Source: an optimization exercise on an open RTL-to-GDS flow (aim: small area and a short achievable clock period). Production flows keep margins and buffers that such runs may drop. RTL that was checked went through simulation tests only; none was proved equivalent to the original. Function not checked in runs 3 to 5: the RTL went through the layout flow alone. Power figures rest on the tool's default switching activity, not on a simulated workload.

===== flow/config.mk =====
export PLATFORM = sky130hd
export DESIGN_NAME = battleVideoTop
export DESIGN_NICKNAME = battleVideoTop
export VERILOG_FILES = /design/flow/design.v
export SDC_FILE = /design/flow/constraint.sdc
export NUM_CORES = 4
export LEC_CHECK = 0
export CAP_MARGIN = 20
export CORE_MARGIN = 2
export CORE_UTILIZATION = 40
export SETUP_SLACK_MARGIN = 2.8
export SLEW_MARGIN = 20

===== flow/constraint.sdc =====
create_clock -name core_clock -period 5.0 [get_ports {clk}]
set_input_delay 1.0000 -clock core_clock [delete_from_list [all_inputs] [get_ports {clk}]]
set_output_delay 1.0000 -clock core_clock [all_outputs]
set_load 0.01 [all_outputs]

===== flow/design.v =====
package battlePkg;
    typedef logic [9:0]  pixelCoord_t;   
    typedef logic [3:0]  tileIdx_t;      
    typedef logic [1:0]  tileCode_t;     
    typedef logic [11:0] rgb_t;          
    typedef struct packed {
        pixelCoord_t x;                  
        pixelCoord_t y;                  
        logic        active;             
        logic        hsync;              
        logic        vsync;              
    } rasterPos_t;
    typedef struct packed {
        logic      board;                
        tileIdx_t  row;
        tileIdx_t  col;
        tileCode_t code;
    } tileWrite_t;
    typedef struct packed {
        logic       enable;
        tileIdx_t   row;                 
        tileIdx_t   col;                 
        logic       vertical;            
        logic [2:0] len;                 
    } ghostCfg_t;
endpackage
`timescale 1ns/10ps
module battleVideoTop (
    input  logic                  clk,
    input  logic                  rstN,
    input  battlePkg::tileWrite_t tileWr,
    input  logic                  tileWrValid,
    output logic                  tileWrReady,
    input  battlePkg::ghostCfg_t  ghostCfg,
    output battlePkg::rgb_t       rgb,
    output logic                  hsync,
    output logic                  vsync
);
    logic [9:0] hN;
    logic [9:0] vN;
    always_ff @(posedge clk) begin
        if (!rstN) begin
            hN <= 10'd1;
            vN <= 10'd0;
        end else if (hN == 10'((640 + 16 + 96 + 48) - 1)) begin
            hN <= 10'd0;
            vN <= (vN == 10'((480 + 10 + 2 + 33) - 1)) ? 10'd0 : vN + 10'd1;
        end else begin
            hN <= hN + 10'd1;
        end
    end
    logic hAct, vAct, hUs, hBoard, vBoard, hSyncF, vSyncF, atOrigin, readyQ;
    logic [3:0] rowP, colP;               
    always_ff @(posedge clk) begin
        if (!rstN) begin
            hAct     <= 1'b1;
            vAct     <= 1'b1;
            hUs      <= 1'b1;
            hBoard   <= 1'b1;
            vBoard   <= 1'b1;
            hSyncF   <= 1'b1;
            vSyncF   <= 1'b1;
            atOrigin <= 1'b1;
            readyQ   <= 1'b0;
        end else begin
            hAct     <= hN < 10'(640);
            vAct     <= vN < 10'(480);
            hUs      <= hN < 10'((16 << 4));
            hBoard   <= hN < 10'(256 + (16 << 4));
            vBoard   <= vN < 10'((16 << 4));
            hSyncF   <= !((hN >= 10'(640 + 16)) &&
                          (hN <  10'(640 + 16 + 96)));
            vSyncF   <= !((vN >= 10'(480 + 10)) &&
                          (vN <  10'(480 + 10 + 2)));
            atOrigin <= (hN == 10'd0) && (vN == 10'd0);
            readyQ   <= !((hN < 10'(640)) && (vN < 10'(480)));
        end
    end
    always_ff @(posedge clk) begin
        rowP <= vN[7:4];
        colP <= hN[7:4];
    end
    assign tileWrReady = readyQ;
    logic [1:0] mem [512];
    logic       wrAcc;
    logic [8:0] wAddr;
    assign wrAcc = tileWrValid && readyQ;
    assign wAddr = {tileWr.board, tileWr.row, tileWr.col};
    always_ff @(posedge clk) begin
        if (wrAcc) begin
            mem[wAddr] <= tileWr.code;
        end
    end
    logic [1:0] lineA [8];
    always_ff @(posedge clk) begin
        for (int k = 0; k < 8; k++) begin
            lineA[k] <= mem[{hN[8], vN[7:4], hN[7], 3'(k)}];
        end
    end
    logic       byHit;
    logic [1:0] byCode;
    always_ff @(posedge clk) begin
        byHit  <= wrAcc && (wAddr == {hN[8], vN[7:4], hN[7:4]});
        byCode <= tileWr.code;
    end
    logic [1:0] tileCode;
    always_ff @(posedge clk) begin
        tileCode <= byHit ? byCode : lineA[colP[2:0]];
    end
    battlePkg::ghostCfg_t cfgQ;
    logic       hitOrigin;
    logic [4:0] runEnd;
    logic       hitH, hitV;
    logic       ghostHit;
    always_ff @(posedge clk) begin
        if (!rstN) begin
            cfgQ <= '0;
        end else if (atOrigin) begin
            cfgQ <= ghostCfg;
        end
    end
    assign hitOrigin = ghostCfg.enable && (ghostCfg.row == 4'd0) &&
                       (ghostCfg.col == 4'd0) && (ghostCfg.len != 3'd0);
    assign runEnd = (cfgQ.vertical ? {1'b0, cfgQ.row} : {1'b0, cfgQ.col}) + {2'b00, cfgQ.len};
    assign hitH   = !cfgQ.vertical && (rowP == cfgQ.row) &&
                    (colP >= cfgQ.col) && ({1'b0, colP} < runEnd);
    assign hitV   = cfgQ.vertical && (colP == cfgQ.col) &&
                    (rowP >= cfgQ.row) && ({1'b0, rowP} < runEnd);
    always_ff @(posedge clk) begin
        if (!rstN) begin
            ghostHit <= 1'b0;
        end else if (atOrigin) begin
            ghostHit <= hitOrigin;
        end else begin
            ghostHit <= cfgQ.enable && hUs && vBoard && (hitH || hitV);
        end
    end
    logic onBoard, actD, hsD, vsD;
    always_ff @(posedge clk) begin
        if (!rstN) begin
            onBoard <= 1'b0;
        end else begin
            onBoard <= hBoard && vBoard;
        end
    end
    always_ff @(posedge clk) begin
        actD <= hAct && vAct;
        hsD  <= hSyncF;
        vsD  <= vSyncF;
    end
    battlePkg::rgb_t tileColor;
    battlePkg::rgb_t pixColor;
    always_comb begin
        case (tileCode)
            2'd1: tileColor = 12'h888;
            2'd2:  tileColor = 12'hF00;
            2'd3: tileColor = 12'hFFF;
            default:   tileColor = 12'h028;
        endcase
    end
    always_comb begin
        if (!actD) begin
            pixColor = 12'h000;
        end else if (ghostHit) begin
            pixColor = 12'h0F0;
        end else if (onBoard) begin
            pixColor = tileColor;
        end else begin
            pixColor = 12'h222;
        end
    end
    always_ff @(posedge clk) begin
        if (!rstN) begin
            rgb   <= 12'h000;
            hsync <= 1'b1;
            vsync <= 1'b1;
        end else begin
            rgb   <= pixColor;
            hsync <= hsD;
            vsync <= vsD;
        end
    end
endmodule

===== flow/run.sh =====
#!/bin/bash
# synth_recipe.tcl (not shown) runs the flow's synth.tcl, then flattens the netlist and writes it again
# the make line also repeats each setting of config.mk as NAME=value (left out here)
make -C /OpenROAD-flow-scripts/flow DESIGN_CONFIG=/design/flow/config.mk WORK_HOME=/design/flow/orfs CLKGATE_MAP_FILE= SYNTH_SCRIPT=/design/flow/synth_recipe.tcl finish

==> flow_summary.yaml, run 1 <==
clock_tree:
  cts_tree: "yes"
  cts_hold_buffers: 0
  clock_latency_ps: 700
  clkSlewWorstSetupHoldPaths_ps: 60
  cts.sinks: 1111
  cts_htree_levels: 3
  root_buffer: "clkbuf_16"
  cts_buffers: 112
  clockBufferDepth: 3
placement:
  dp.cells: 4095
  io_buffers: 41
  gp_congestion: 0.811
  dp_hpwl_um: 64000
  dpl-instance-area_um2: 47400
power:
  fin_total_pwr_mw: 18.5
  p_leak_nw: 16.0
  ir_drop_uv: 290
  p_per_area_nw_per_um2: 350
drt:
  postRouteAntennaNets: 0
  via_per_inst: 5.62
  drt_first_pass_iters: 5
  totalWireLength_um: 113000
  vias: 24618
  drt-initial-drc-count: 2657
  drc_errors: 0
  post_drt_wl_per_cell_um: 25.8
sta:
  post-route-min-period_ps: 2670
  fin_setup_tns_ps: 0
  period_share_pct: 53.4
  finalHoldViolations: 0
  finClkSkew_ps: 28.3
  drv_slew: 0
  slew_headroom_pct: 35.9
  rsz0062_at_grt: "true"
  worstMarginPinSlew_ps: 961
  setup_viol: 0
  clock.fmax_mhz: 374
global_routing:
  grt_pass1_vias: 25289
  grt_max_degree: 155
  grt_first_pass_wirelength_um: 165000
  antenna_found_initial: 1
  grt-ovfl-total: 0
  grt_usage_pct: 19.2
synth:
  synth_nets: 2744
  synth-seq-cells: 1111
  synth-edff-count: 1024
  yosys.area.top_type: "edfxtp_1"
  synth_seq_area_share_pct: 72.0
  synthFlopType: "edfxtp_1"
  yosysTopAreaCellShare_pct: 68.1
  avgSynthCellArea_um2: 16.8
  yosysWarnings: 2
  netlist_instances: 2694
  synthTopCellsByArea: "edfxtp_1 (68%), mux4_2 (13%), nor2_1 (4.7%)"
  synth_async_sr_flop_share_pct: 0
  yosys.cell_types.count: 54
  netlist_area_um2: 45100
die:
  ios: 42
  num_rows: 123
  dieArea_um2: 116000
  core_um2: 112000
  start_util_pct: 40.2
  dieHeight_um: 340
  die_w_um: 340
job:
  drv_cap: 0
status:
  status: "no timing/DRC/antenna violations"
worst_setup_path:
  path_class: "reg2reg"
  r2r-end: "ghostHit$_SDFF_PN0_"
  ff2ff_path_depth: 10
  crit_fanout: 2
  arrival_ps: 3290
  setup.worst_path.end: "ghostHit$_SDFF_PN0_"
  crit_start: "cfgQ[3]$_SDFFE_PN0P_"
  cp-end-kind: "flop"
  r2r_slack_ps: 2330
  r2r-start: "cfgQ[3]$_SDFFE_PN0P_"
  worst_setup_path_start_kind: "flop"
  crit_required_ps: 5610
layout:
  fin_cells: 4382
  final_nets: 2840
  seq_area_um2: 32500
  multiInputGateArea_um2: 12500
  areaGrowthSynthToFinish_pct: 17.1
  fill_cells: 9348
  final_area_um2: 52800
  layout-drive-gt1-share_pct: 25.9
worst_hold_path:
  hp-class: "reg2reg"
-- worst min-delay path by stage --
| stage | to | slack [ps] | cells after the start | start |
|---|---|---|---|---|
| final | vsD$_DFF_P_ | 330 | 0 | vSyncF$_SDFF_PN1_ |
| after CTS | vsD$_DFF_P_ | 330 | 0 | vSyncF$_SDFF_PN1_ |
| after global placement | vsD$_DFF_P_ | 320 | 0 | vSyncF$_SDFF_PN1_ |
| after floorplan | hsD$_DFF_P_ | 310 | 0 | hSyncF$_SDFF_PN1_ |
| after detailed placement | hsD$_DFF_P_ | 310 | 0 | hSyncF$_SDFF_PN1_ |
| after global routing | vsD$_DFF_P_ | 340 | 0 | vSyncF$_SDFF_PN1_ |
-- cell usage in the layout, fill, tap and decap left out, types with 31 or more instances in the layout --
cell	synthesis	routed
nor2_2	0	65
buf_4	14	61
buf_12	0	31
clkbuf_16	0	117
nand2_1	85	55
a21oi_1	53	52
dfxtp_1	87	79
nor2_1	561	488
nand3_1	39	34
edfxtp_1	1024	1024
mux4_2	251	251
mux2i_1	116	110
-- area by class of cell --
type                       instances  area share (%)
sequential                      1111            61.5
tap                             1500            3.55
inverter                          24           0.171
timing repair buffer             177            4.50
clock buffer                     140            5.63
clock inverter                    65           0.933
multi-input combinational       1364            23.7
antenna                            1         0.00474
-- power by group --
part / internal (mW) / leakage (nW) / switching, mW
Combinational: 0.0966 / 4.37 / 0.248
Clock: 4.51 / 1.71 / 3.45
Sequential: 10.1 / 9.92 / 0.0180
Total: 14.8 / 16.0 / 3.71
-- synthesized netlist by cell type (15+ instances only) --
| master | n |
|---|---|
| edfxtp_1 | 1024 |
| nor2_1 | 561 |
| mux4_2 | 251 |
| clkbuf_1 | 127 |
| mux2i_1 | 116 |
| dfxtp_1 | 87 |
| nand2_1 | 85 |
| a21oi_1 | 53 |
| nand3_1 | 39 |
| buf_2 | 28 |
| o211ai_1 | 27 |
| a22oi_1 | 26 |
| inv_1 | 23 |
| ha_1 | 22 |
| nor2b_1 | 22 |
| o21ai_0 | 21 |
| buf_1 | 18 |
| o22ai_1 | 18 |
| xnor2_1 | 15 |
-- routing by layer --
layer / global-route usage, % / part of all wire [%] / vias up
li1: - / - / 10591
met1: 26.7 / 42 / 12889
met2: 31.5 / 49 / 964
met3: 3.25 / 7.4 / 174
met4: 5.02 / 2.3 / 0
met5: 0 / 0 / -
-- registers in the layout (all words and copies together) (netlist names), 2 cells and up --
| name | cells |
|---|---|
| byCode | 2 |
| cfgQ | 13 |
| colP | 4 |
| hN | 10 |
| lineA | 16 |
| mem | 1024 |
| rgb | 9 |
| rowP | 4 |
| tileCode | 2 |
| vN | 10 |
-- kinds of logic (layout without fill, tap and decap cells) --
group | count (synthesis) | in the layout | share of synthesized area, %
DFF | 1111 | 1111 | 72.0
and+or+nand+nor | 772 | 772 | 7.07
muxes | 371 | 371 | 15.2
buffers and inverters | 219 | 406 | 2.15
AOI/OAI and AO/OA | 168 | 168 | 2.34
xor gates and xnor gates | 27 | 27 | 0.524
adders and majority gates | 26 | 26 | 0.721
other | 0 | 1 | 0
-- per-stage QoR --
step	util, %	worst slack [ps]	hold slack [ps]
floorplan	-	2320	310
global placement	42.3	1360	318
detailed placement	42.3	1220	315
CTS	46.7	2320	332
global route	47.1	2230	343
finish	47.1	2330	329
-- critical path: stages (launching register included) --
cell      delay, ps
dfxtp_4         350
mux2_4          310
ha_4            160
inv_2            50
fa_1            450
ha_1            320
a21o_1          170
maj3_2          290
maj3_2          300
o22ai_2          80
o21bai_1        120
-- timing repair --
| item | CTS | global route |
|---|---|---|
| endpoints found under the setup margin | 1077 | 694 |
| pin swaps | 29 | 22 |
| setup buffers | 47 | 13 |
| resized for setup | 234 | 57 |
| hold endpoints to repair | 0 | 0 |
| gates cloned | 17 | 4 |
==> run 2: changes to the inputs <==
--- a/flow/config.mk
+++ b/flow/config.mk
@@ -10,3 +10,2 @@
 export CORE_UTILIZATION = 40
-export SETUP_SLACK_MARGIN = 2.8
 export SLEW_MARGIN = 20
==> flow_summary.yaml, run 2 <==
status:
  status: "no timing/DRC/antenna violations"
worst_setup_path:
  cp-end-kind: "flop"
  crit_chain: "clkdlybuf4s50_1, nand3_1, nor2_1, nand3_1, buf_4, nor2_1"
  path_class: "in2reg"
  crit_slowest_cell: "nand3_1"
  max_stage_delay_ps: 870
  arrival_ps: 3610
  cpLargestDelayFamily: "simple AND/OR/NAND/NOR gates"
  crit_required_ps: 5340
  crit_fanout: 17
  cp_num_buf_inv: 2
  worst_setup_path_start_kind: "primary input"
die:
  core_um2: 112000
  dieArea_um2: 116000
  dieHeight_um: 340
  num_rows: 123
  start_util_pct: 40.2
  ios: 42
  die_w_um: 340
layout:
  layout-drive-gt1-share_pct: 17.4
  antenna_cells: 0
  final_nets: 2758
  areaGrowthSynthToFinish_pct: 12.4
  regMostFlops: "mem"
  largest_register_ffs: 1024
  final_common_cell: "edfxtp_1"
  utilization_pct: 45.2
  reg.largest.list: "mem: 1024 flops, lineA: 16 flops, cfgQ: 13 flops"
  mostFrequentLayoutCells: "edfxtp_1 (1024), nor2_1 (561), mux4_2 (251)"
synth:
  synthFlopType: "edfxtp_1"
  synth-seq-cells: 1111
  avgSynthCellArea_um2: 16.8
  synth_nets: 2744
  netlist_instances: 2694
  yosysWarnings: 2
  yosys.cell_types.count: 54
  synth_common_cells: "edfxtp_1 (1024), nor2_1 (561), mux4_2 (251), clkbuf_1 (127), mux2i_1 (116)"
  synthTopCellsByArea: "edfxtp_1 (68%), mux4_2 (13%), nor2_1 (4.7%)"
  synth_most_common_cell: "edfxtp_1"
  synth_async_sr_flop_share_pct: 0
  synth-edff-count: 1024
  yosys.area.top_type: "edfxtp_1"
  netlist_area_um2: 45100
  synth_seq_area_share_pct: 72.0
  yosysTopAreaCellShare_pct: 68.1
clock_tree:
  clockBufferDepth: 3
  cts.sinks: 1111
  cts_setup_buffers: 0
  clkSlewWorstSetupHoldPaths_ps: 60
  cts_htree_levels: 3
  cts_buffers: 112
  cts_hold_buffers: 0
  clock_latency_ps: 680
  cts_tree: "yes"
  root_buffer: "clkbuf_16"
  cts_resized: 0
global_routing:
  grt-ovfl-total: 0
  grt_usage_pct: 18.5
  grt_max_degree: 154
  grt_pass1_vias: 24985
  grt_first_pass_wirelength_um: 160000
  antenna_found_initial: 0
power:
  p_per_area_nw_per_um2: 370
  ir_drop_uv: 283
  fin_total_pwr_mw: 18.8
  p_leak_nw: 15.0
placement:
  io_buffers: 41
  gp_congestion: 0.810
  dp_hpwl_um: 65700
sta:
  drv_slew: 0
  period_share_pct: 65.3
  finClkSkew_ps: 18.3
  setup_viol: 0
  worstMarginPinSlew_ps: 1150
  slew_headroom_pct: 23.0
  clock.fmax_mhz: 306
  post-route-min-period_ps: 3260
  fin_setup_tns_ps: 0
  rsz0062_at_grt: "false"
  finalHoldViolations: 0
job:
  drv_cap: 0
drt:
  totalWireLength_um: 108000
  post_drt_wl_per_cell_um: 25.0
  postRouteAntennaNets: 0
  drc_errors: 0
  vias: 23682
  via_per_inst: 5.50
  drt_first_pass_iters: 6
  drt-initial-drc-count: 2125
worst_hold_path:
  hp-class: "reg2reg"
-- run 2: final cells by class --
class                   instances  area (um2)
multi-input cells            1364       11700
clock buffers                 146        3090
well taps                    1500        1880
repair buffers                 95         951
inverters                      24        90.1
clock inverters                64         559
fillers                      9510       61400
flip-flops and latches       1111       32500
-- run 2: final timing paths --
path / from / end / slack [ps] / cells after the start
setup / recovery: tileWr[2] / mem[509][0]$_DFFE_PP_ / 1740 / 6
hold / removal: vSyncF$_SDFF_PN1_ / vsD$_DFF_P_ / 330 / 0
setup reg to reg: cfgQ[3]$_SDFFE_PN0P_ / ghostHit$_SDFF_PN0_ / 1810 / 10
hold reg to reg: vSyncF$_SDFF_PN1_ / vsD$_DFF_P_ / 330 / 0
-- run 2: cells by family after synthesis --
group | count (synthesis) | share of synthesized area, %
AOI/OAI and AO/OA | 168 | 2.34
and+or+nand+nor | 772 | 7.07
muxes | 371 | 15.2
adders and majority gates | 26 | 0.721
xor gates and xnor gates | 27 | 0.524
DFF | 1111 | 72.0
buffers and inverters | 219 | 2.15
-- run 2: metrics by stage --
step	std cells	worst slack, ps	hold slack (ps)	area (um2)
floorplan	2694	2050	310	45100
global placement	4094	1180	320	47100
detailed placement	4094	1100	315	47100
finish	4304	1740	327	50700
global route	4304	1600	342	50700
CTS	4304	1750	329	50700
-- run 2: power breakdown --
part	switching (mW)	internal [mW]	total (mW)
clock	3.47	4.81	8.28
sequential	0.0186	10.1	10.2
combinational	0.225	0.0821	0.307
total	3.71	15.0	18.8
-- run 2: routing by layer --
metal	global-route usage, %	wire, um
met5	0	0
met3	2.92	7100
met4	5.37	2700
met1	24.7	44300
met2	31.4	53400
==> run 3: changes to the inputs <==
--- a/flow/design.v
+++ b/flow/design.v
@@ -86,7 +86,17 @@
     logic [8:0] wAddr;
-    assign wrAcc = tileWrValid && readyQ;
-    assign wAddr = {tileWr.board, tileWr.row, tileWr.col};
-    always_ff @(posedge clk) begin
-        if (wrAcc) begin
-            mem[wAddr] <= tileWr.code;
+    logic [8:0] rAddrN;                   
+    logic       pendValid;                
+    logic [8:0] pendAddr;
+    logic [1:0] pendCode;
+    assign wrAcc  = tileWrValid && readyQ;
+    assign wAddr  = {tileWr.board, tileWr.row, tileWr.col};
+    assign rAddrN = {hN[8], vN[7:4], hN[7:4]};
+    always_ff @(posedge clk) begin
+        pendValid <= wrAcc;
+        pendAddr  <= wAddr;
+        pendCode  <= tileWr.code;
+    end
+    always_ff @(posedge clk) begin
+        if (pendValid) begin
+            mem[pendAddr] <= pendCode;
         end
@@ -96,3 +106,3 @@
         for (int k = 0; k < 8; k++) begin
-            lineA[k] <= mem[{hN[8], vN[7:4], hN[7], 3'(k)}];
+            lineA[k] <= mem[{rAddrN[8:4], rAddrN[3], 3'(k)}];
         end
@@ -101,5 +111,8 @@
     logic [1:0] byCode;
-    always_ff @(posedge clk) begin
-        byHit  <= wrAcc && (wAddr == {hN[8], vN[7:4], hN[7:4]});
-        byCode <= tileWr.code;
+    logic       hitNew, hitPend;
+    assign hitNew  = wrAcc && (wAddr == rAddrN);
+    assign hitPend = pendValid && (pendAddr == rAddrN);
+    always_ff @(posedge clk) begin
+        byHit  <= hitNew || hitPend;
+        byCode <= hitNew ? tileWr.code : pendCode;
     end
@@ -109,6 +122,9 @@
     end
-    battlePkg::ghostCfg_t cfgQ;
+    logic       gEn;                      
+    logic       gVert;                    
+    logic [3:0] gCross;                   
+    logic [3:0] gStart;                   
+    logic [4:0] gEnd;                     
     logic       hitOrigin;
-    logic [4:0] runEnd;
-    logic       hitH, hitV;
+    logic [3:0] along, across;
     logic       ghostHit;
@@ -116,5 +132,14 @@
         if (!rstN) begin
-            cfgQ <= '0;
+            gEn    <= 1'b0;              
+            gVert  <= 1'b0;
+            gCross <= 4'd0;
+            gStart <= 4'd0;
+            gEnd   <= 5'd0;
         end else if (atOrigin) begin
-            cfgQ <= ghostCfg;
+            gEn    <= ghostCfg.enable;
+            gVert  <= ghostCfg.vertical;
+            gCross <= ghostCfg.vertical ? ghostCfg.col : ghostCfg.row;
+            gStart <= ghostCfg.vertical ? ghostCfg.row : ghostCfg.col;
+            gEnd   <= (ghostCfg.vertical ? {1'b0, ghostCfg.row} : {1'b0, ghostCfg.col})
+                      + {2'b00, ghostCfg.len};
         end
@@ -123,7 +148,4 @@
                        (ghostCfg.col == 4'd0) && (ghostCfg.len != 3'd0);
-    assign runEnd = (cfgQ.vertical ? {1'b0, cfgQ.row} : {1'b0, cfgQ.col}) + {2'b00, cfgQ.len};
-    assign hitH   = !cfgQ.vertical && (rowP == cfgQ.row) &&
-                    (colP >= cfgQ.col) && ({1'b0, colP} < runEnd);
-    assign hitV   = cfgQ.vertical && (colP == cfgQ.col) &&
-                    (rowP >= cfgQ.row) && ({1'b0, rowP} < runEnd);
+    assign along  = gVert ? rowP : colP;
+    assign across = gVert ? colP : rowP;
     always_ff @(posedge clk) begin
@@ -134,3 +156,4 @@
         end else begin
-            ghostHit <= cfgQ.enable && hUs && vBoard && (hitH || hitV);
+            ghostHit <= gEn && hUs && vBoard && (across == gCross) &&
+                        (along >= gStart) && ({1'b0, along} < gEnd);
         end
--- a/flow/config.mk
+++ b/flow/config.mk
@@ -10,2 +10,3 @@
 export CORE_UTILIZATION = 40
+export SETUP_SLACK_MARGIN = 2.8
 export SLEW_MARGIN = 20
==> flow_summary.yaml, run 3 <==
worst_setup_path:
  crit_required_ps: 5650
  r2r-start: "hN[7]$_SDFF_PP0_"
  r2r-end: "lineA[6][0]$_DFF_P_"
  cp-end-kind: "flop"
  path_class: "reg2reg"
  r2r_slack_ps: 2660
  ff2ff_path_depth: 7
  arrival_ps: 2990
  worst_setup_path_start_kind: "flop"
  crit_fanout: 7
  crit_start: "hN[7]$_SDFF_PP0_"
drt:
  postRouteAntennaNets: 0
  post_drt_wl_per_cell_um: 26.3
  drc_errors: 0
  via_per_inst: 5.64
  vias: 24973
  drt_first_pass_iters: 6
  drt-initial-drc-count: 3024
  totalWireLength_um: 117000
synth:
  yosysWarnings: 2
  synth_common_cells: "edfxtp_1 (1024), nor2_1 (551), mux4_2 (256), clkbuf_1 (135), nand2_1 (129)"
  synth_most_common_cell: "edfxtp_1"
  synth-seq-cells: 1125
  synth_async_sr_flop_share_pct: 0
  netlist_area_um2: 45700
  synth_nets: 2795
  synthTopCellsByArea: "edfxtp_1 (67%), mux4_2 (13%), nor2_1 (4.5%)"
  yosys.cell_types.count: 57
  yosys.area.top_type: "edfxtp_1"
  synth-edff-count: 1024
  synthFlopType: "edfxtp_1"
  synth_seq_area_share_pct: 71.7
  avgSynthCellArea_um2: 16.6
  yosysTopAreaCellShare_pct: 67.3
  netlist_instances: 2748
layout:
  final_common_cell: "edfxtp_1"
  largest_register_ffs: 1024
  areaGrowthSynthToFinish_pct: 18.0
  final_nets: 2864
  reg.largest.list: "mem: 1024 flops, lineA: 16 flops"
  layout-drive-gt1-share_pct: 26.0
  regMostFlops: "mem"
  mostFrequentLayoutCells: "edfxtp_1 (1024), nor2_1 (541), mux4_2 (256)"
  fin_cells: 4428
sta:
  worstMarginPinSlew_ps: 1050
  hold_ws_ps: 332
  period_share_pct: 46.8
  finClkSkew_ps: 29.4
  post-route-min-period_ps: 2340
  slew_headroom_pct: 30.0
  drv_slew: 0
  finalHoldViolations: 0
  fin_setup_tns_ps: 0
  rsz0062_at_grt: "true"
  clock.fmax_mhz: 427
  setup_viol: 0
die:
  num_rows: 124
  start_util_pct: 40.1
  dieHeight_um: 342
  ios: 42
  core_um2: 114000
  dieArea_um2: 117000
  die_w_um: 342
status:
  status: "no timing/DRC/antenna violations"
power:
  power_switching_mw: 3.83
  switching_share_pct: 19.6
  pwr-share-seq_pct: 52.8
  p_int_mw: 15.7
  clkPwrFrac_pct: 45.5
  power.share.combinational_pct: 1.6
  p_per_area_nw_per_um2: 362
  p_leak_nw: 16.5
  ir_drop_uv: 272
clock_tree:
  clkSlewWorstSetupHoldPaths_ps: 70
  cts_buffers: 112
  cts.sinks: 1125
  cts_tree: "yes"
  cts_htree_levels: 3
  cts_hold_buffers: 0
  clockBufferDepth: 3
  root_buffer: "clkbuf_16"
  clock_latency_ps: 700
global_routing:
  grt_first_pass_wirelength_um: 172000
  grt_pass1_vias: 26363
  grt_usage_pct: 19.9
  grt-ovfl-total: 0
  antenna_found_initial: 3
  grt_max_degree: 249
worst_hold_path:
  hp-class: "reg2reg"
  hold_end: "hsD$_DFF_P_"
  worstHoldStart: "hSyncF$_SDFF_PN1_"
  hold_depth: 0
placement:
  gp_congestion: 0.867
  io_buffers: 41
  dp.cells: 4141
  dp_hpwl_um: 67100
job:
  drv_cap: 0
-- run 3: cell count changes after synthesis, moves of 10 or more --
cell and delta:
a211oi_1 +30, a21oi_1 -13, a22o_1 +14, a311oi_1 +14, dfxtp_1 +14, mux2i_1 -62, nand2_1 +44, nor2_1 -10
o22a_1 +14, o22ai_1 -17, xor2_1 +18
-- run 3: power by group through the flow --
stage,Sequential (mW),Combinational (mW),Clock (mW)
after floorplan,10.6,0.117,0
after global placement,10.5,0.288,0
after detailed placement,10.5,0.296,0
after CTS,10.3,0.310,9.00
after global routing,10.3,0.351,9.36
final,10.3,0.320,8.89
-- run 3: what timing repair did --
item,4_1_cts,5_1_grt
cloned,14,1
endpoints found under the setup margin,1044,1343
buffers inserted,50,9
pin swaps,27,19
resized for setup,291,66
-- run 3: worst max-delay path, stage by stage (launching register included) --
cell and delay [ps]:
dfxtp_4 410, buf_12 170, buf_16 150, buf_4 160, mux4_2 350, nand2_1 70
a311oi_2 720, o22a_1 250
-- run 3: how the worst max path moves through the flow --
stage               depth (start not counted)                    end  slack, ps
finish                                      7    lineA[6][0]$_DFF_P_       2660
global route                                8    lineA[2][1]$_DFF_P_       2640
CTS                                         3  mem[318][1]$_DFFE_PP_       2580
detailed placement                          6    lineA[1][0]$_DFF_P_       1570
global placement                            6    lineA[1][1]$_DFF_P_       1500
floorplan                                   0    mem[0][0]$_DFFE_PP_       2230
-- run 3: routing by layer --
layer	global-route usage, %	vias up	wire length, um	share of wire [%]
met5	0	-	0	0
met2	32.5	927	56700	49
met3	4.32	167	9460	8.1
li1	-	10719	-	-
met4	6.57	0	3420	2.9
met1	26.5	13160	47000	40
-- run 3: logic make-up (layout without fill, tap and decap cells) --
kind of cell	count (synthesis)	in the layout	synth area share, %
DFF	1125	1125	71.7
and+or+nand+nor	805	805	7.32
AOI/OAI and AO/OA	207	207	3.28
muxes	319	319	14.0
adders and majority gates	20	20	0.564
buffers and inverters	233	400	2.37
other	0	1	0
xor gates and xnor gates	39	39	0.747
-- run 3: through the flow --
stage               utilization [%]  cell area (um2)  power (mW)  setup WS, ps
finish                         47.3            53900        19.5          2660
global route                   47.3            53900        20.0          2640
CTS                            47.0            53500        19.6          2580
detailed placement             41.8            47600        10.8          1570
global placement               41.8            47600        10.8          1500
floorplan                         -            45800        10.7          2230
-- run 3: final cells by class --
| class | instances | area (um2) |
|---|---|---|
| sequential | 1125 | 32800 |
| inverter | 24 | 90.1 |
| multi-input combinational | 1390 | 12900 |
| fill | 9584 | 60000 |
| clock inverter | 68 | 868 |
| antenna | 1 | 2.50 |
| timing repair buffer | 164 | 2320 |
| clock buffer | 144 | 3020 |
| tap | 1512 | 1890 |
==> run 4: changes to the inputs <==
--- a/flow/config.mk
+++ b/flow/config.mk
@@ -10,2 +10,4 @@
 export CORE_UTILIZATION = 40
+export CTS_BUF_LIST = sky130_fd_sc_hd__clkbuf_8
+export CTS_CLUSTER_SIZE = 30
 export SETUP_SLACK_MARGIN = 2.8
==> flow_summary.yaml, run 4 <==
clock_tree:
  clock_latency_ps: 860
  cts_hold_buffers: 0
  cts_htree_levels: 4
  root_buffer: "clkbuf_8"
  clkSlewWorstSetupHoldPaths_ps: 60
  cts_tree: "yes"
  clockBufferDepth: 3
  cts.sinks: 1125
  cts_buffers: 182
drt:
  drt_first_pass_iters: 5
  postRouteAntennaNets: 0
  via_per_inst: 5.60
  vias: 25738
  totalWireLength_um: 119000
  drt-initial-drc-count: 2793
  drc_errors: 0
  post_drt_wl_per_cell_um: 25.9
global_routing:
  grt-ovfl-total: 0
  grt_first_pass_wirelength_um: 173000
  grt_max_degree: 249
  antenna_found_initial: 4
  grt_pass1_vias: 26935
  grt_usage_pct: 20.1
worst_hold_path:
  worstHoldStart: "hSyncF$_SDFF_PN1_"
  hold_end: "hsD$_DFF_P_"
  hp-class: "reg2reg"
  hold_depth: 0
power:
  p_per_area_nw_per_um2: 334
  fin_total_pwr_mw: 18.1
  ir_drop_uv: 249
  p_leak_nw: 16.9
synth:
  synth_nets: 2795
  synth_common_cells: "edfxtp_1 (1024), nor2_1 (551), mux4_2 (256), clkbuf_1 (135), nand2_1 (129)"
  synth_async_sr_flop_share_pct: 0
  avgSynthCellArea_um2: 16.6
  synth-edff-count: 1024
  synth-seq-cells: 1125
  yosys.area.top_type: "edfxtp_1"
  yosys.cell_types.count: 57
  synthFlopType: "edfxtp_1"
  netlist_instances: 2748
  yosysWarnings: 2
  synthTopCellsByArea: "edfxtp_1 (67%), mux4_2 (13%), nor2_1 (4.5%)"
  synth_most_common_cell: "edfxtp_1"
  netlist_area_um2: 45700
  yosysTopAreaCellShare_pct: 67.3
  synth_seq_area_share_pct: 71.7
placement:
  io_buffers: 41
  place_ws_ps: 1570
  dp_hpwl_um: 67100
  dp.cells: 4141
  gp_congestion: 0.867
  dpl-instance-area_um2: 47600
worst_setup_path:
  crit_fanout: 2
  cp_common_cell: "buf_6"
  max_stage_delay_ps: 330
  crit_slowest_cell: "dfxtp_2"
  crit_required_ps: 4000
  arrival_ps: 1370
  crit_chain: "buf_6, buf_6"
  path_class: "reg2out"
  r2r_slack_ps: 2640
  ff2ff_path_depth: 9
  r2r-start: "hN[7]$_SDFF_PP0_"
  cp-end-kind: "primary output"
  r2r-end: "lineA[1][1]$_DFF_P_"
  worst_setup_path_start_kind: "flop"
sta:
  finClkSkew_ps: 49.3
  fin_setup_tns_ps: 0
  drv_slew: 0
  setup_ws_ps: 2630
  setup_viol: 0
  slew_headroom_pct: 27.5
  post-route-min-period_ps: 2370
  hold_ws_ps: 331
  finalHoldViolations: 0
  worstMarginPinSlew_ps: 1090
  clock.fmax_mhz: 421
  rsz0062_at_grt: "true"
  period_share_pct: 47.5
die:
  dieArea_um2: 117000
  dieHeight_um: 342
  ios: 42
  core_um2: 114000
  die_w_um: 342
  start_util_pct: 40.1
  num_rows: 124
layout:
  largest_register_ffs: 1024
  final_common_cell: "edfxtp_1"
  fin_cells: 4600
  areaGrowthSynthToFinish_pct: 18.6
  final_area_um2: 54200
  final_nets: 2983
  mostFrequentLayoutCells: "edfxtp_1 (1024), nor2_1 (542), mux4_2 (256)"
  regMostFlops: "mem"
  reg.largest.list: "mem: 1024 flops, lineA: 16 flops"
  layout-drive-gt1-share_pct: 28.8
  utilization_pct: 47.6
status:
  status: "no timing/DRC/antenna violations"
job:
  drv_cap: 0
## run 4: repair_timing
action / CTS / global route
cloned: 12 / 5
setup buffers: 48 / 58
gates resized for setup: 301 / 131
hold endpoints to repair: 0 / 0
endpoints found under the setup margin: 1042 / 1306
pin swaps: 28 / 56
## run 4: logic make-up after synthesis
kind of cell    Yosys count  share of synthesized area [%]
simple gates            805                           7.32
compound gates          207                           3.28
mux                     319                           14.0
fa+ha+maj                20                          0.564
buf+inv                 233                           2.37
flops                  1125                           71.7
xor+xnor                 39                          0.747
## run 4: layer usage
metal / track usage (%) / wire, um / up-vias
li1: - / - / 10984
met1: 26.6 / 47800 / 13460
met2: 32.3 / 57800 / 1071
met3: 4.64 / 9850 / 223
met4: 7.54 / 3590 / 0
met5: 0 / 0 / -
## run 4: layout make-up
class	count	area [um2]
Tap cell	1512	1890
Sequential cell	1125	32800
Timing Repair Buffer	213	2910
Fill cell	9577	59700
Multi-Input combinational cell	1390	13100
Antenna cell	3	7.51
Clock inverter	140	756
Inverter	24	90.1
Clock buffer	193	2660
## run 4: how the worst max path moves through the flow
stage               slack [ps]           startpoint  cells past startpoint              endpoint
floorplan                 2230  pendCode[0]$_DFF_P_                      0   mem[0][0]$_DFFE_PP_
global placement          1500   vN[5]$_SDFFE_PN0P_                      6   lineA[1][1]$_DFF_P_
detailed placement        1570   vN[5]$_SDFFE_PN0P_                      6   lineA[1][0]$_DFF_P_
CTS                       2500  pendAddr[2]$_DFF_P_                      4  mem[19][1]$_DFFE_PP_
global route              2570   rgb[10]$_SDFF_PP0_                      2                rgb[8]
finish                    2630   rgb[10]$_SDFF_PP0_                      2                rgb[8]
## run 4: power breakdown
part | leakage [nW] | internal, mW | switching [mW]
sequential | 10.0 | 10.3 | 0.0447
clock | 1.98 | 3.80 | 3.66
combinational | 4.88 | 0.0919 | 0.229
## run 4: worst max-delay path, delay by kind of cell, from the launching register on
family                 cells  cell delay, ps
flip-flops                 1             330
buffers and inverters      2             220
==> run 5: changes to the inputs <==
--- a/flow/config.mk
+++ b/flow/config.mk
@@ -9,5 +9,5 @@
 export CORE_MARGIN = 2
-export CORE_UTILIZATION = 40
-export CTS_BUF_LIST = sky130_fd_sc_hd__clkbuf_8
-export CTS_CLUSTER_SIZE = 30
+export CORE_UTILIZATION = 55
+export CTS_BUF_LIST = sky130_fd_sc_hd__clkbuf_4
+export CTS_CLUSTER_SIZE = 20
 export SETUP_SLACK_MARGIN = 2.8
==> flow_summary.yaml, run 5 <==
synth:
  yosysWarnings: 2
  synth-edff-count: 1024
  yosysTopAreaCellShare_pct: 67.3
  synth_fa_ha_area_share_pct: 0.564
  synth-seq-cells: 1125
  synth_common_cells: "edfxtp_1 (1024), nor2_1 (551), mux4_2 (256), clkbuf_1 (135), nand2_1 (129)"
  synth_mux_area_share_pct: 14.0
  netlist_instances: 2748
  synth_seq_area_share_pct: 71.7
  synth_top_family_by_area: "multiplexers"
  synth_async_sr_flop_share_pct: 0
  synth_nets: 2795
  synth_xor_area_share_pct: 0.747
  synth_compound_area_share_pct: 3.28
  netlist_area_um2: 45700
  yosys.area.top_type: "edfxtp_1"
  synth_most_common_cell: "edfxtp_1"
  synthTopCellsByArea: "edfxtp_1 (67%), mux4_2 (13%), nor2_1 (4.5%)"
  yosys.area_share.simple_pct: 7.32
  avgSynthCellArea_um2: 16.6
  synthFlopType: "edfxtp_1"
  yosys.cell_types.count: 57
placement:
  gp_congestion: 0.805
  dpl-instance-area_um2: 47100
  io_buffers: 41
  dp_hpwl_um: 64200
global_routing:
  grt_usage_pct: 28.1
  grt_pass1_vias: 27491
  grt-ovfl-total: 0
  antenna_found_initial: 4
  grt_first_pass_wirelength_um: 174000
  grt_max_degree: 189
layout:
  final_common_cell: "edfxtp_1"
  reg.largest.list: "mem: 1024 flops, lineA: 16 flops"
  fill_cells: 5868
  regMostFlops: "mem"
  layout-drive-gt1-share_pct: 33.1
  mostFrequentLayoutCells: "edfxtp_1 (1024), nor2_1 (545), clkbuf_4 (434)"
  largest_register_ffs: 1024
  final_area_um2: 53300
  final_nets: 3076
  areaGrowthSynthToFinish_pct: 16.5
status:
  status: "no timing/DRC/antenna violations"
drt:
  post_drt_wl_per_cell_um: 27.4
  via_per_inst: 6.11
  postRouteAntennaNets: 0
  drt_first_pass_iters: 8
  drc_errors: 0
  drt-initial-drc-count: 2895
  totalWireLength_um: 118000
  vias: 26257
worst_setup_path:
  path_class: "reg2out"
  r2r-start: "hN[7]$_SDFF_PP0_"
  crit_fanout: 2
  max_stage_delay_ps: 350
  crit_required_ps: 4000
  worst_setup_path_start_kind: "flop"
  crit_chain: "buf_6"
  cp_num_buf_inv: 1
  cp-end-kind: "primary output"
  cpLargestDelayFamily: "flip-flops"
  crit_slowest_cell: "dfxtp_2"
  arrival_ps: 1580
  crit_start: "rgb[6]$_SDFF_PN0_"
power:
  p_per_area_nw_per_um2: 346
  fin_total_pwr_mw: 18.4
  ir_drop_uv: 305
  p_leak_nw: 16.8
sta:
  period_share_pct: 51.5
  worstMarginPinSlew_ps: 963
  post-route-min-period_ps: 2580
  finalHoldViolations: 0
  rsz0062_at_grt: "true"
  fin_setup_tns_ps: 0
  finClkSkew_ps: 98.6
  hold_ws_ps: 329
  clock.fmax_mhz: 388
  setup_viol: 0
  slew_headroom_pct: 35.8
  drv_slew: 0
die:
  die_w_um: 292
  dieHeight_um: 292
  ios: 42
  start_util_pct: 55.6
  num_rows: 105
  core_um2: 82200
  dieArea_um2: 85400
clock_tree:
  cts_hold_buffers: 0
  root_buffer: "clkbuf_4"
  cts.sinks: 1125
  cts_tree: "yes"
  clock_latency_ps: 1220
  clkSlewWorstSetupHoldPaths_ps: 60
  clockBufferDepth: 4
  cts_buffers: 302
  cts_htree_levels: 5
worst_hold_path:
  hp-class: "reg2reg"
  worstHoldStart: "vSyncF$_SDFF_PN1_"
job:
  drv_cap: 0
==> run 5: repair_timing <==
item                       in CTS  in global routing
setup endpoints to repair    1073                287
gates cloned                   18                  4
resized for setup             253                 81
setup buffers                  50                 23
pin swaps                      21                 30
==> run 5: kinds of logic (layout without fill, tap and decap cells) <==
family	Yosys count	count (layout)
multiplexers	319	319
flip-flops	1125	1125
AND/OR/NAND/NOR	805	805
buffers and inverters	233	702
other	0	9
XOR/XNOR	39	39
AO/OA/AOI/OAI	207	207
adder cells (fa/ha/maj)	20	20
==> run 5: where the power goes <==
part | switching, mW | internal (mW)
Combinational | 0.221 | 0.0932
Clock | 3.58 | 4.21
Sequential | 0.0510 | 10.3
Total | 3.85 | 14.6
==> run 5: layout make-up <==
| class | count | area, um2 | area share (%) |
|---|---|---|---|
| sequential | 1125 | 32800 | 61.6 |
| antenna | 9 | 22.5 | 0.0423 |
| clock buffer | 434 | 3260 | 6.12 |
| inverter | 24 | 93.8 | 0.176 |
| timing repair buffer | 186 | 2560 | 4.82 |
| clock inverter | 58 | 358 | 0.672 |
| tap | 1070 | 1340 | 2.51 |
| multi-input combinational | 1390 | 12800 | 24.1 |
==> run 5: worst paths after layout <==
check / to / slack [ps] / depth (start not counted)
max: rgb[6] / 2420 / 1
min: vsD$_DFF_P_ / 330 / 0
max reg2reg: lineA[2][0]$_DFF_P_ / 2700 / 7
min reg2reg: vsD$_DFF_P_ / 330 / 0
==> run 5: through the flow <==
| stage | utilization [%] | cells | worst slack [ps] |
|---|---|---|---|
| floorplan | - | 2748 | 2230 |
| global placement | 57.2 | 3699 | 1710 |
| detailed placement | 57.3 | 3700 | 1740 |
| CTS | 63.9 | 4260 | 2340 |
| global route | 64.8 | 4294 | 2310 |
| finish | 64.8 | 4296 | 2420 |
==> run 5: metal layers <==
layer	vias to the layer above	global-route usage, %	part of all wire, %
li1	11341	-	-
met1	13544	38.6	41
met2	1159	44.2	48
met3	209	6.06	7.9
met4	4	11.7	3.1
met5	-	0	0.022

separate check: timing with driven ports:
The results above use ideal ports. As a check the final layouts listed here were re-extracted and re-timed, cells and wires unchanged. Step 1 sets driving cells, clkbuf_16 on the clock port and buf_2 on the other inputs (assumed; they add their load-dependent delay and slew). Step 2 moves the port delays by t, midway between the first and last clock arrival at a register: inputs arrive t later, outputs are due t later. That takes back most of the time a late clock gives input paths. a / b / c = ideal ports / drivers / drivers and shift; a / b = the first two.
run	t, ns	setup WS [ns]	hold WS [ns]	latest minus earliest clock arrival (ns)	cell pins on the clock port's net
run 1	0.758	2.328 / 2.328 / 2.096	0.329 / 0.329 / 0.329	0.029 / 0.029	1
run 2	0.745	1.736 / 1.779 / 1.034	0.327 / 0.327 / 0.327	0.030 / 0.030	1
run 3	0.748	2.659 / 2.659 / 2.126	0.332 / 0.332 / 0.332	0.029 / 0.029	1
run 4	0.897	2.626 / 2.562 / 1.995	0.331 / 0.331 / 0.331	0.052 / 0.053	1
run 5	1.229	2.424 / 2.364 / 2.092	0.329 / 0.310 / 0.329	0.102 / 0.102	1
After both steps setup and hold are still met in every run listed. The setup slack of run 2, which loses most, moves by +0.043 ns with the drivers and by -0.702 ns with both steps.
